Background: an optimization exercise with open tools, aiming at a short achievable clock period and few clock cycles per item. Do not read the settings as production practice.
Function was checked by simulation only, so behaviour that the tests miss may differ from the original.
No activity file was given, so power comes from the tool's default toggle rates.

## flow/constraint.sdc

```tcl
create_clock -name core_clock -period 5.5 [get_ports {in_clk}]
set_input_delay 1.1000 -clock core_clock [delete_from_list [all_inputs] [get_ports {in_clk}]]
set_output_delay 1.1000 -clock core_clock [all_outputs]
set_load 0.01 [all_outputs]
```

## flow/config.mk

```make
export PLATFORM = sky130hd
export DESIGN_NAME = rv_exec_top
export DESIGN_NICKNAME = rv_exec_top
export VERILOG_FILES = /design/flow/design.v
export SDC_FILE = /design/flow/constraint.sdc
export NUM_CORES = 4
export LEC_CHECK = 0
export ABC_CLOCK_PERIOD_IN_PS = 2000
export CAP_MARGIN = 20
export CORE_MARGIN = 2
export CORE_UTILIZATION = 40
export SETUP_SLACK_MARGIN = 3.3
export SLEW_MARGIN = 20
```

## flow/design.v

```verilog
`default_nettype none
package rv_exec_pkg;
  localparam int NUM_REGS     = 32;
  localparam int XLEN_DEFAULT = 32;
  localparam logic [4:0] REG_X0 = 5'd0;
  localparam logic [4:0] OP_LUI   = 5'd0;
  localparam logic [4:0] OP_AUIPC = 5'd1;
  localparam logic [4:0] OP_ADDI  = 5'd2;
  localparam logic [4:0] OP_SLTI  = 5'd3;
  localparam logic [4:0] OP_SLTIU = 5'd4;
  localparam logic [4:0] OP_XORI  = 5'd5;
  localparam logic [4:0] OP_ORI   = 5'd6;
  localparam logic [4:0] OP_ANDI  = 5'd7;
  localparam logic [4:0] OP_SLLI  = 5'd8;
  localparam logic [4:0] OP_SRLI  = 5'd9;
  localparam logic [4:0] OP_SRAI  = 5'd10;
  localparam logic [4:0] OP_ADD   = 5'd11;
  localparam logic [4:0] OP_SUB   = 5'd12;
  localparam logic [4:0] OP_SLL   = 5'd13;
  localparam logic [4:0] OP_SLT   = 5'd14;
  localparam logic [4:0] OP_SLTU  = 5'd15;
  localparam logic [4:0] OP_XOR   = 5'd16;
  localparam logic [4:0] OP_SRL   = 5'd17;
  localparam logic [4:0] OP_SRA   = 5'd18;
  localparam logic [4:0] OP_OR    = 5'd19;
  localparam logic [4:0] OP_AND   = 5'd20;
endpackage
`default_nettype wire
`default_nettype none
import rv_exec_pkg::*;
module rv_regfile
#(
  parameter int XLEN = XLEN_DEFAULT
) (
  input  logic                in_clk,
  input  logic                in_rst,
  input  logic [NUM_REGS-1:0] rsel1_i,
  input  logic [NUM_REGS-1:0] rsel2_i,
  output logic [XLEN-1:0]     rdata1_o,
  output logic [XLEN-1:0]     rdata2_o,
  input  logic [NUM_REGS-1:0] wsel_i,
  input  logic [XLEN-1:0]     wdata_i
);
  logic [XLEN-1:0] regs [1:NUM_REGS-1];
  for (genvar i = 1; i < NUM_REGS; i++) begin : g_reg
    always_ff @(posedge in_clk or negedge in_rst) begin
      if (!in_rst) begin
        regs[i] <= '0;
      end else if (wsel_i[i]) begin
        regs[i] <= wdata_i;
      end
    end
  end
  always_comb begin
    rdata1_o = '0;
    rdata2_o = '0;
    for (int i = 1; i < NUM_REGS; i++) begin
      rdata1_o = rdata1_o | (regs[i] & {XLEN{rsel1_i[i]}});
      rdata2_o = rdata2_o | (regs[i] & {XLEN{rsel2_i[i]}});
    end
  end
endmodule
`default_nettype wire
`default_nettype none
import rv_exec_pkg::*;
module rv_issue
#(
  parameter int XLEN = XLEN_DEFAULT
) (
  input  logic                in_clk,
  input  logic                in_rst,
  input  logic                accept_i,
  input  logic [4:0]          op_i,
  input  logic [4:0]          rd_i,
  input  logic [4:0]          rs1_i,
  input  logic [4:0]          rs2_i,
  input  logic [XLEN-1:0]     imm_i,
  input  logic [XLEN-1:0]     pc_i,
  output logic [NUM_REGS-1:0] rsel1_o,
  output logic [NUM_REGS-1:0] rsel2_o,
  input  logic [XLEN-1:0]     rdata1_i,
  input  logic [XLEN-1:0]     rdata2_i,
  input  logic                r_valid_i,
  input  logic [4:0]          r_rd_i,
  input  logic [XLEN-1:0]     r_data_i,
  output logic                x_valid_o,
  output logic [4:0]          x_rd_o,
  output logic [XLEN-1:0]     x_a_o,
  output logic [XLEN-1:0]     x_b_o,
  output logic                x_fwd_a_o,
  output logic                x_fwd_b_o,
  output logic                x_inv_o,
  output logic                x_signed_o,
  output logic                x_sel_add_o,
  output logic                x_sel_lt_o,
  output logic                x_sel_xor_o,
  output logic                x_sel_or_o,
  output logic                x_sel_and_o,
  output logic                x_sel_sll_o,
  output logic                x_sel_sr_o,
  output logic                x_sra_o
);
  logic                d_valid;
  logic [4:0]          d_op;
  logic [4:0]          d_rd;
  logic [4:0]          d_rs1;
  logic [4:0]          d_rs2;
  logic [NUM_REGS-1:0] d_rsel1;
  logic [NUM_REGS-1:0] d_rsel2;
  logic [XLEN-1:0]     d_imm;
  logic [XLEN-1:0]     d_pc;
  always_ff @(posedge in_clk or negedge in_rst) begin
    if (!in_rst) begin
      d_valid <= 1'b0;
    end else begin
      d_valid <= accept_i;
    end
  end
  always_ff @(posedge in_clk) begin
    d_op    <= op_i;
    d_rd    <= rd_i;
    d_rs1   <= rs1_i;
    d_rs2   <= rs2_i;
    d_imm   <= imm_i;
    d_pc    <= pc_i;
    for (int i = 0; i < NUM_REGS; i++) begin
      d_rsel1[i] <= (rs1_i == 5'(i));
      d_rsel2[i] <= (rs2_i == 5'(i));
    end
  end
  assign rsel1_o = d_rsel1;
  assign rsel2_o = d_rsel2;
  logic uses_rs1;
  logic uses_rs2;
  logic inv;
  logic sgn;
  logic sel_add, sel_lt, sel_xor, sel_or, sel_and, sel_sll, sel_sr, sra;
  logic a_pc;
  always_comb begin
    uses_rs1 = 1'b1;
    uses_rs2 = 1'b0;
    inv      = 1'b0;
    sgn      = 1'b0;
    sel_add  = 1'b0;
    sel_lt   = 1'b0;
    sel_xor  = 1'b0;
    sel_or   = 1'b0;
    sel_and  = 1'b0;
    sel_sll  = 1'b0;
    sel_sr   = 1'b0;
    sra      = 1'b0;
    a_pc     = 1'b0;
    case (d_op)
      OP_LUI:   begin uses_rs1 = 1'b0; sel_add = 1'b1; end
      OP_AUIPC: begin uses_rs1 = 1'b0; a_pc = 1'b1; sel_add = 1'b1; end
      OP_ADDI:  begin sel_add = 1'b1; end
      OP_SLTI:  begin sel_lt = 1'b1; inv = 1'b1; sgn = 1'b1; end
      OP_SLTIU: begin sel_lt = 1'b1; inv = 1'b1; end
      OP_XORI:  begin sel_xor = 1'b1; end
      OP_ORI:   begin sel_or = 1'b1; end
      OP_ANDI:  begin sel_and = 1'b1; end
      OP_SLLI:  begin sel_sll = 1'b1; end
      OP_SRLI:  begin sel_sr = 1'b1; end
      OP_SRAI:  begin sel_sr = 1'b1; sra = 1'b1; end
      OP_ADD:   begin uses_rs2 = 1'b1; sel_add = 1'b1; end
      OP_SUB:   begin uses_rs2 = 1'b1; sel_add = 1'b1; inv = 1'b1; end
      OP_SLL:   begin uses_rs2 = 1'b1; sel_sll = 1'b1; end
      OP_SLT:   begin uses_rs2 = 1'b1; sel_lt = 1'b1; inv = 1'b1; sgn = 1'b1; end
      OP_SLTU:  begin uses_rs2 = 1'b1; sel_lt = 1'b1; inv = 1'b1; end
      OP_XOR:   begin uses_rs2 = 1'b1; sel_xor = 1'b1; end
      OP_SRL:   begin uses_rs2 = 1'b1; sel_sr = 1'b1; end
      OP_SRA:   begin uses_rs2 = 1'b1; sel_sr = 1'b1; sra = 1'b1; end
      OP_OR:    begin uses_rs2 = 1'b1; sel_or = 1'b1; end
      OP_AND:   begin uses_rs2 = 1'b1; sel_and = 1'b1; end
      default:  ;
    endcase
  end
  logic            byp1, byp2;
  logic            fwd1, fwd2;
  logic [XLEN-1:0] src1, src2;
  logic [XLEN-1:0] a_nxt, b_nxt;
  assign byp1 = r_valid_i && (r_rd_i == d_rs1) && (d_rs1 != REG_X0);
  assign byp2 = r_valid_i && (r_rd_i == d_rs2) && (d_rs2 != REG_X0);
  assign fwd1 = x_valid_o && (x_rd_o == d_rs1) && (d_rs1 != REG_X0);
  assign fwd2 = x_valid_o && (x_rd_o == d_rs2) && (d_rs2 != REG_X0);
  assign src1 = byp1 ? r_data_i : rdata1_i;
  assign src2 = byp2 ? r_data_i : rdata2_i;
  always_comb begin
    if (a_pc) begin
      a_nxt = d_pc;
    end else if (uses_rs1) begin
      a_nxt = src1;
    end else begin
      a_nxt = '0;
    end
  end
  assign b_nxt = (uses_rs2 ? src2 : d_imm) ^ {XLEN{inv}};
  always_ff @(posedge in_clk or negedge in_rst) begin
    if (!in_rst) begin
      x_valid_o <= 1'b0;
    end else begin
      x_valid_o <= d_valid;
    end
  end
  always_ff @(posedge in_clk) begin
    x_rd_o      <= d_rd;
    x_a_o       <= a_nxt;
    x_b_o       <= b_nxt;
    x_fwd_a_o   <= uses_rs1 && fwd1;
    x_fwd_b_o   <= uses_rs2 && fwd2;
    x_inv_o     <= inv;
    x_signed_o  <= sgn;
    x_sel_add_o <= sel_add;
    x_sel_lt_o  <= sel_lt;
    x_sel_xor_o <= sel_xor;
    x_sel_or_o  <= sel_or;
    x_sel_and_o <= sel_and;
    x_sel_sll_o <= sel_sll;
    x_sel_sr_o  <= sel_sr;
    x_sra_o     <= sra;
  end
endmodule
`default_nettype wire
`default_nettype none
import rv_exec_pkg::*;
module rv_alu
#(
  parameter int XLEN = XLEN_DEFAULT
) (
  input  logic                in_clk,
  input  logic                in_rst,
  input  logic                x_valid_i,
  input  logic [4:0]          x_rd_i,
  input  logic [XLEN-1:0]     x_a_i,
  input  logic [XLEN-1:0]     x_b_i,
  input  logic                x_fwd_a_i,
  input  logic                x_fwd_b_i,
  input  logic                x_inv_i,
  input  logic                x_signed_i,
  input  logic                x_sel_add_i,
  input  logic                x_sel_lt_i,
  input  logic                x_sel_xor_i,
  input  logic                x_sel_or_i,
  input  logic                x_sel_and_i,
  input  logic                x_sel_sll_i,
  input  logic                x_sel_sr_i,
  input  logic                x_sra_i,
  output logic                r_valid_o,
  output logic [4:0]          r_rd_o,
  output logic [XLEN-1:0]     r_data_o,
  output logic [NUM_REGS-1:0] r_wsel_o
);
  localparam int SHW = $clog2(XLEN);
  logic [XLEN-1:0] r_fwd;
  logic [XLEN-1:0] a;
  logic [XLEN-1:0] b;
  logic [XLEN:0]   sum;
  logic [SHW-1:0]  shamt;
  logic [XLEN-1:0] sll;
  logic [XLEN-1:0] sr;
  logic [XLEN-1:0] result;
  assign a = x_fwd_a_i ? r_fwd : x_a_i;
  assign b = x_fwd_b_i ? (r_fwd ^ {XLEN{x_inv_i}}) : x_b_i;
  assign sum = {x_signed_i & a[XLEN-1], a} + {~x_signed_i | b[XLEN-1], b} + {{XLEN{1'b0}}, x_inv_i};
  assign shamt = b[SHW-1:0];
  assign sll   = a << shamt;
  assign sr    = $unsigned($signed({x_sra_i & a[XLEN-1], a}) >>> shamt);
  always_comb begin
    result = ({XLEN{x_sel_add_i}} & sum[XLEN-1:0])
           | ({XLEN{x_sel_xor_i}} & (a ^ b))
           | ({XLEN{x_sel_or_i}}  & (a | b))
           | ({XLEN{x_sel_and_i}} & (a & b))
           | ({XLEN{x_sel_sll_i}} & sll)
           | ({XLEN{x_sel_sr_i}}  & sr);
    result[0] = result[0] | (x_sel_lt_i & sum[XLEN]);
  end
  always_ff @(posedge in_clk or negedge in_rst) begin
    if (!in_rst) begin
      r_valid_o <= 1'b0;
      r_wsel_o  <= '0;
    end else begin
      r_valid_o <= x_valid_i;
      for (int i = 0; i < NUM_REGS; i++) begin
        r_wsel_o[i] <= x_valid_i && (x_rd_i == 5'(i)) && (i != 0);
      end
    end
  end
  always_ff @(posedge in_clk) begin
    r_fwd <= result;
    r_rd_o <= x_rd_i;
  end
  always_ff @(posedge in_clk) begin
    if (x_valid_i) begin
      r_data_o <= result;
    end
  end
endmodule
`default_nettype wire
`default_nettype none
import rv_exec_pkg::*;
module rv_writeback
#(
  parameter int XLEN   = XLEN_DEFAULT,
  parameter int QDEPTH = 4
) (
  input  logic            in_clk,
  input  logic            in_rst,
  input  logic            instr_valid_i,
  output logic            instr_ready_o,
  output logic            accept_o,
  input  logic            r_valid_i,
  input  logic [4:0]      r_rd_i,
  input  logic [XLEN-1:0] r_data_i,
  output logic            res_valid_o,
  input  logic            res_ready_i,
  output logic [4:0]      res_rd_o,
  output logic [XLEN-1:0] res_data_o
);
  localparam int CAP = QDEPTH + 1;
  localparam int CW  = $clog2(CAP + 1);
  localparam int PW  = $clog2(QDEPTH);
  logic [CW-1:0] owed;
  logic          pop;
  logic          rdy_inc;
  logic          rdy_same;
  assign accept_o = instr_valid_i && instr_ready_o;
  assign pop      = res_valid_o && res_ready_i;
  assign rdy_inc  = (owed + CW'(1)) < CW'(CAP);
  assign rdy_same = owed < CW'(CAP);
  always_ff @(posedge in_clk or negedge in_rst) begin
    if (!in_rst) begin
      owed          <= '0;
      instr_ready_o <= 1'b1;
    end else begin
      case ({accept_o, pop})
        2'b10: begin
          owed          <= owed + CW'(1);
          instr_ready_o <= rdy_inc;
        end
        2'b01: begin
          owed          <= owed - CW'(1);
          instr_ready_o <= 1'b1;
        end
        default: begin
          instr_ready_o <= rdy_same;
        end
      endcase
    end
  end
  logic [4:0]      q_rd   [QDEPTH];
  logic [XLEN-1:0] q_data [QDEPTH];
  logic [PW-1:0]   wptr;
  logic [PW-1:0]   rptr;
  logic            q_empty;
  logic [PW:0]     q_cnt;
  logic            out_free;
  logic            q_push;
  logic            q_pop;
  assign q_empty  = (q_cnt == '0);
  assign out_free = !res_valid_o || res_ready_i;
  assign q_pop    = out_free && !q_empty;
  assign q_push   = r_valid_i && !(out_free && q_empty);
  always_ff @(posedge in_clk or negedge in_rst) begin
    if (!in_rst) begin
      wptr        <= '0;
      rptr        <= '0;
      q_cnt       <= '0;
      res_valid_o <= 1'b0;
    end else begin
      if (q_push) wptr <= (wptr == PW'(QDEPTH - 1)) ? '0 : wptr + PW'(1);
      if (q_pop)  rptr <= (rptr == PW'(QDEPTH - 1)) ? '0 : rptr + PW'(1);
      q_cnt <= q_cnt + (PW+1)'(q_push) - (PW+1)'(q_pop);
      if (out_free) res_valid_o <= !q_empty || r_valid_i;
    end
  end
  always_ff @(posedge in_clk) begin
    if (r_valid_i) begin
      q_rd[wptr]   <= r_rd_i;
      q_data[wptr] <= r_data_i;
    end
  end
  always_ff @(posedge in_clk) begin
    if (out_free) begin
      if (!q_empty) begin
        res_rd_o   <= q_rd[rptr];
        res_data_o <= q_data[rptr];
      end else begin
        res_rd_o   <= r_rd_i;
        res_data_o <= r_data_i;
      end
    end
  end
endmodule
`default_nettype wire
`default_nettype none
import rv_exec_pkg::*;
module rv_exec_top
#(
  parameter int XLEN = XLEN_DEFAULT
) (
  input  logic            in_clk,
  input  logic            in_rst,
  input  logic            instr_valid_i,
  output logic                 instr_ready_o,
  input  logic [4:0]        op_i,
  input  logic [4:0]      rd_i,
  input  logic [4:0]      rs1_i,
  input  logic [4:0]      rs2_i,
  input  logic [XLEN-1:0] imm_i,
  input  logic [XLEN-1:0] pc_i,
  output logic                 res_valid_o,
  input  logic            res_ready_i,
  output logic [4:0]           res_rd_o,
  output logic [XLEN-1:0]      res_data_o
);
  logic                accept;
  logic [NUM_REGS-1:0] rsel1;
  logic [NUM_REGS-1:0] rsel2;
  logic [XLEN-1:0]     rdata1;
  logic [XLEN-1:0]     rdata2;
  logic                x_valid;
  logic [4:0]          x_rd;
  logic [XLEN-1:0]     x_a;
  logic [XLEN-1:0]     x_b;
  logic                x_fwd_a;
  logic                x_fwd_b;
  logic                x_inv;
  logic                x_signed;
  logic                x_sel_add;
  logic                x_sel_lt;
  logic                x_sel_xor;
  logic                x_sel_or;
  logic                x_sel_and;
  logic                x_sel_sll;
  logic                x_sel_sr;
  logic                x_sra;
  logic                r_valid;
  logic [4:0]          r_rd;
  logic [XLEN-1:0]     r_data;
  logic [NUM_REGS-1:0] r_wsel;
  rv_regfile #(.XLEN(XLEN)) u_regfile (
    .in_clk   (in_clk),
    .in_rst   (in_rst),
    .rsel1_i  (rsel1),
    .rsel2_i  (rsel2),
    .rdata1_o (rdata1),
    .rdata2_o (rdata2),
    .wsel_i   (r_wsel),
    .wdata_i  (r_data)
  );
  rv_issue #(.XLEN(XLEN)) u_issue (
    .in_clk      (in_clk),
    .in_rst      (in_rst),
    .accept_i    (accept),
    .op_i        (op_i),
    .rd_i        (rd_i),
    .rs1_i       (rs1_i),
    .rs2_i       (rs2_i),
    .imm_i       (imm_i),
    .pc_i        (pc_i),
    .rsel1_o     (rsel1),
    .rsel2_o     (rsel2),
    .rdata1_i    (rdata1),
    .rdata2_i    (rdata2),
    .r_valid_i   (r_valid),
    .r_rd_i      (r_rd),
    .r_data_i    (r_data),
    .x_valid_o   (x_valid),
    .x_rd_o      (x_rd),
    .x_a_o       (x_a),
    .x_b_o       (x_b),
    .x_fwd_a_o   (x_fwd_a),
    .x_fwd_b_o   (x_fwd_b),
    .x_inv_o     (x_inv),
    .x_signed_o  (x_signed),
    .x_sel_add_o (x_sel_add),
    .x_sel_lt_o  (x_sel_lt),
    .x_sel_xor_o (x_sel_xor),
    .x_sel_or_o  (x_sel_or),
    .x_sel_and_o (x_sel_and),
    .x_sel_sll_o (x_sel_sll),
    .x_sel_sr_o  (x_sel_sr),
    .x_sra_o     (x_sra)
  );
  rv_alu #(.XLEN(XLEN)) u_alu (
    .in_clk      (in_clk),
    .in_rst      (in_rst),
    .x_valid_i   (x_valid),
    .x_rd_i      (x_rd),
    .x_a_i       (x_a),
    .x_b_i       (x_b),
    .x_fwd_a_i   (x_fwd_a),
    .x_fwd_b_i   (x_fwd_b),
    .x_inv_i     (x_inv),
    .x_signed_i  (x_signed),
    .x_sel_add_i (x_sel_add),
    .x_sel_lt_i  (x_sel_lt),
    .x_sel_xor_i (x_sel_xor),
    .x_sel_or_i  (x_sel_or),
    .x_sel_and_i (x_sel_and),
    .x_sel_sll_i (x_sel_sll),
    .x_sel_sr_i  (x_sel_sr),
    .x_sra_i     (x_sra),
    .r_valid_o   (r_valid),
    .r_rd_o      (r_rd),
    .r_data_o    (r_data),
    .r_wsel_o    (r_wsel)
  );
  rv_writeback #(.XLEN(XLEN)) u_writeback (
    .in_clk        (in_clk),
    .in_rst        (in_rst),
    .instr_valid_i (instr_valid_i),
    .instr_ready_o (instr_ready_o),
    .accept_o      (accept),
    .r_valid_i     (r_valid),
    .r_rd_i        (r_rd),
    .r_data_i      (r_data),
    .res_valid_o   (res_valid_o),
    .res_ready_i   (res_ready_i),
    .res_rd_o      (res_rd_o),
    .res_data_o    (res_data_o)
  );
endmodule
`default_nettype wire
```

## flow/run.sh

```bash
#!/bin/bash
# synth_recipe.tcl (not shown) runs the flow's synth.tcl, then flattens the netlist and writes it again
# the make line also repeats each setting of config.mk as NAME=value (left out here)
make -C /OpenROAD-flow-scripts/flow DESIGN_CONFIG=/design/flow/config.mk WORK_HOME=/design/flow/orfs CLKGATE_MAP_FILE= SYNTH_SCRIPT=/design/flow/synth_recipe.tcl finish
```

==> impl_metrics.py <==
metrics = {
    "die": {
        "die_x_um": 429,
        "initial_utilization_pct": 40.3,
        "ios": 127,
        "core_sq_um": 179000,
        "rows": 155,
        "fp.dieH_um": 429,
        "dieArea_sq_um": 184000,
    },
    "worst_setup_path": {
        "crit_path_frequent_cell": "a21oi_4",
        "worstPathCellList": "buf_12, buf_4, a21oi_4, inv_2, fa_2, and2b_2, o2111ai_4, a2111o_1, a21oi_4, a211oi_4, o31ai_2, mux2i_2, or4_4",
        "r2r_cells": 13,
        "slowest_stage": "a2111o_1",
        "slowest_delay_ps": 520,
        "worstSetupStartpointType": "flip-flop",
        "r2r_slack_ps": 1650,
        "path_class": "flip-flop to flip-flop",
        "required_ps": 6070,
        "cp_max_fo": 6,
        "worstPathArrival_ps": 4420,
        "critPathCaptureType": "flip-flop",
    },
    "route": {
        "wl_mm": 359,
        "wire_per_inst_um": 41.0,
        "firstDrtPassIters": 13,
        "drtIter0Drc": 10888,
        "drc": 0,
        "ant_nets": 0,
        "drt-vias-per-instance": 7.11,
        "vias": 62263,
    },
    "placed_design": {
        "hpwl_mm": 200,
        "io_buffers": 126,
        "place_congestion": 1.02,
    },
    "timing": {
        "slew_headroom_pct": 15.5,
        "finalSetupViolCount": 0,
        "fin_crit_ps": 3850,
        "skew_ps": 48.7,
        "maxSlewViolCount": 0,
        "fin_crit_sh_pct": 70.1,
        "hold_viol_final": 0,
        "clock.fmax_mhz": 260,
        "worst_pin_slew_ps": 1270,
        "rsz0062_at_grt": "true",
        "tns_ps": 0,
    },
    "status": {
        "status": "timing/DRC/antenna clean",
    },
    "synth": {
        "syn_nets": 6084,
        "synthFlopType": "dfrtp_1",
        "synth.distinct_cells": 83,
        "synth_most_common_cell": "mux2_2",
        "synth_edf_count": 217,
        "yosys.area.top_type": "dfrtp_1",
        "yosys_register_bits": 1527,
        "synth_seq_area_share_pct": 52.6,
        "synthCells": 5913,
        "ys.warnings.count": 5,
        "ys_top_cells_by_area": "dfrtp_1 36%, mux2_2 16%, edfxtp_1 9.0%, dfxtp_1 7.5%, a22oi_1 4.0%",
        "syn_area_sq_um": 72100,
        "synth_top_area_share_pct": 36.0,
        "ys_top_cells_by_count": "1,045 x mux2_2, 1,037 x dfrtp_1, 383 x a22oi_1",
        "async_reset_ff_share_pct": 68.0,
        "postSynthAreaPerCell_sq_um": 12.2,
    },
    "flow_run": {
        "maxCapViolCount": 0,
    },
    "clocking": {
        "clock_latency_ps": 850,
        "cts.path.max_buffers": 3,
        "clock-sinks": 1527,
        "root_buffer": "clkbuf_16",
        "cts.htree.levels": 4,
        "path_clk_slew_ps": 70,
        "cts_tree": "built",
        "cts_buffers": 160,
    },
    "power": {
        "power_mw": 38.8,
        "power.leakage_nw": 37.8,
        "powerDensity_nw_per_um2": 429,
        "irDropWorstVdd_v": 0.000264,
    },
    "cells_and_area": {
        "drive_above_1_share_pct": 40.5,
        "final_net_count": 6416,
        "syn2layout_area_growth_pct": 25.3,
        "register_area_sq_um": 38200,
        "multi_input_area_sq_um": 35000,
        "utilization_pct": 50.5,
        "fill_cells": 15280,
    },
    "global_route": {
        "antenna_found_initial": 18,
        "grt_pass1_wl_mm": 477,
        "grt_max_degree": 132,
        "first_global_vias": 58857,
        "overflow": 0,
        "grt_usage_pct": 36.9,
    },
    "min_path": {
        "hp-class": "primary input to asynchronous set/reset pin",
    },
}
[registers in the layout, indices dropped and copies added, names as in the netlist, 20 cells and up]
signal and cells:
u_alu.r_fwd 32, u_regfile.regs 992, u_writeback.res_data_o 32, u_issue.x_a_o 32, u_issue.x_b_o 32, u_writeback.q_rd 20
u_issue.d_pc 32, u_alu.r_data_o 32, u_alu.r_wsel_o 31, u_issue.d_rsel1 31, u_issue.d_imm 32, u_writeback.q_data 128
u_issue.d_rsel2 31
[cells by family (layout without fill, tap and decap cells)]
logic type	Yosys count	in the layout	synth area share [%]
and+or+nand+nor	797	798	5.29
muxes	1217	1217	19.5
DFF	1527	1527	52.6
buffers and inverters	651	1118	3.51
adders and majority gates	83	83	1.47
AOI/OAI and AO/OA	1529	1529	16.3
other	0	16	0
xor gates and xnor gates	109	109	1.33
[through the flow]
stage	std cells	setup slack, ps	hold slack, ps	area (sq um)
floorplan	5913	1600	310	72400
global placement	8055	1120	314	76400
detailed placement	8055	1120	312	76400
CTS	8525	1710	267	86000
finish	8752	1650	275	90400
global route	8736	1540	320	90300
[critical path, delay by kind of cell (launching register included)]
kind                       cells  cell delay [ps]
AOI/OAI and AO/OA              6             1510
and+or+nand+nor                2              750
buffers and inverters          3              370
adders and majority gates      1              400
muxes                          1              140
DFF                            1              400
[per-layer routing]
metal,global-route usage [%],up-vias,wire [um]
met1,44.3,31207,125000
met2,52.7,5610,149000
met4,29.4,22,35600
li1,-,23498,-
met5,0.859,-,675
met3,13.9,1926,49100
[cell usage in the layout, fill, tap and decap left out, types with 70 or more instances in the layout]
cell             count
inv_1               79
nor2_1             225
a221oi_2           133
a22oi_1            382
clkbuf_16          181
a21oi_1            153
clkdlybuf4s50_1     85
edfxtp_1           217
mux2_2            1040
a221oi_1           133
buf_12              96
buf_4              356
nor3_1              70
nand2_1            114
nand4_1            132
mux2i_1             86
nand3_1             91
dfrtp_1           1001
dfxtp_1            199
a22o_1             291
xnor2_1             82
buf_6               83
[worst paths after layout]
kind / from / to
hold reg to reg: u_issue.sel_xor$_DFF_P_ / u_issue.x_sel_xor_o$_DFF_P_
min in group core_clock: u_issue.sel_xor$_DFF_P_ / u_issue.x_sel_xor_o$_DFF_P_
setup / recovery: u_issue.x_fwd_b_o$_DFF_P_ / u_alu.r_data_o[0]$_DFFE_PP_
hold / removal: in_rst / u_regfile.regs[14][21]$_DFFE_PN0P_
setup reg to reg: u_issue.x_fwd_b_o$_DFF_P_ / u_alu.r_data_o[0]$_DFFE_PP_
max in group asynchronous: in_rst / u_regfile.regs[7][20]$_DFFE_PN0P_
[what timing repair did]
action	CTS	global route
setup buffers	161	189
cloned	11	21
pin swaps	112	238
hold buffers	0	0
setup endpoints to repair	206	199
resized for setup	745	436
[cell type report]
type / count / area share (%)
clock inverters: 67 / 0.871
repair buffers: 729 / 9.27
diodes: 16 / 0.0443
clock buffers: 231 / 5.13
well taps: 2355 / 3.26
multi-input cells: 3736 / 38.7
inverters: 91 / 0.413
flip-flops and latches: 1527 / 42.3
[power breakdown]
| part | internal [mW] | switching, mW |
|---|---|---|
| clock | 6.35 | 4.96 |
| sequential | 14.4 | 2.67 |
| combinational | 4.65 | 5.76 |
| total | 25.4 | 13.4 |
Testbench counts, summed over its fixed seeds: cycles 12,032, items 12,000.

==> what the ideal ports hide <==
The flow's constraints put no driver on any port. The routed layout listed below was extracted and timed again, unchanged, in two steps.
Step 1: set_driving_cell puts a clkbuf_16 on in_clk and a buf_2 on each other input, an assumption about the parent block.
Step 2 times the ports against the registers' clock, not the clock port: input delays grow and output delays shrink by t, the midpoint of the rising clock arrivals with the driver on.
Three values: ideal ports, drivers, drivers and shift; two values: the first two.
shift t [ns]: 0.912
setup WS [ns]: 1.647 / 1.647 / 1.647
latest minus earliest clock arrival (ns): 0.050 / 0.050
After both steps this run still meets setup and hold. The setup slack of this run moves by 0.000 ns with the drivers and by 0.000 ns with both steps.
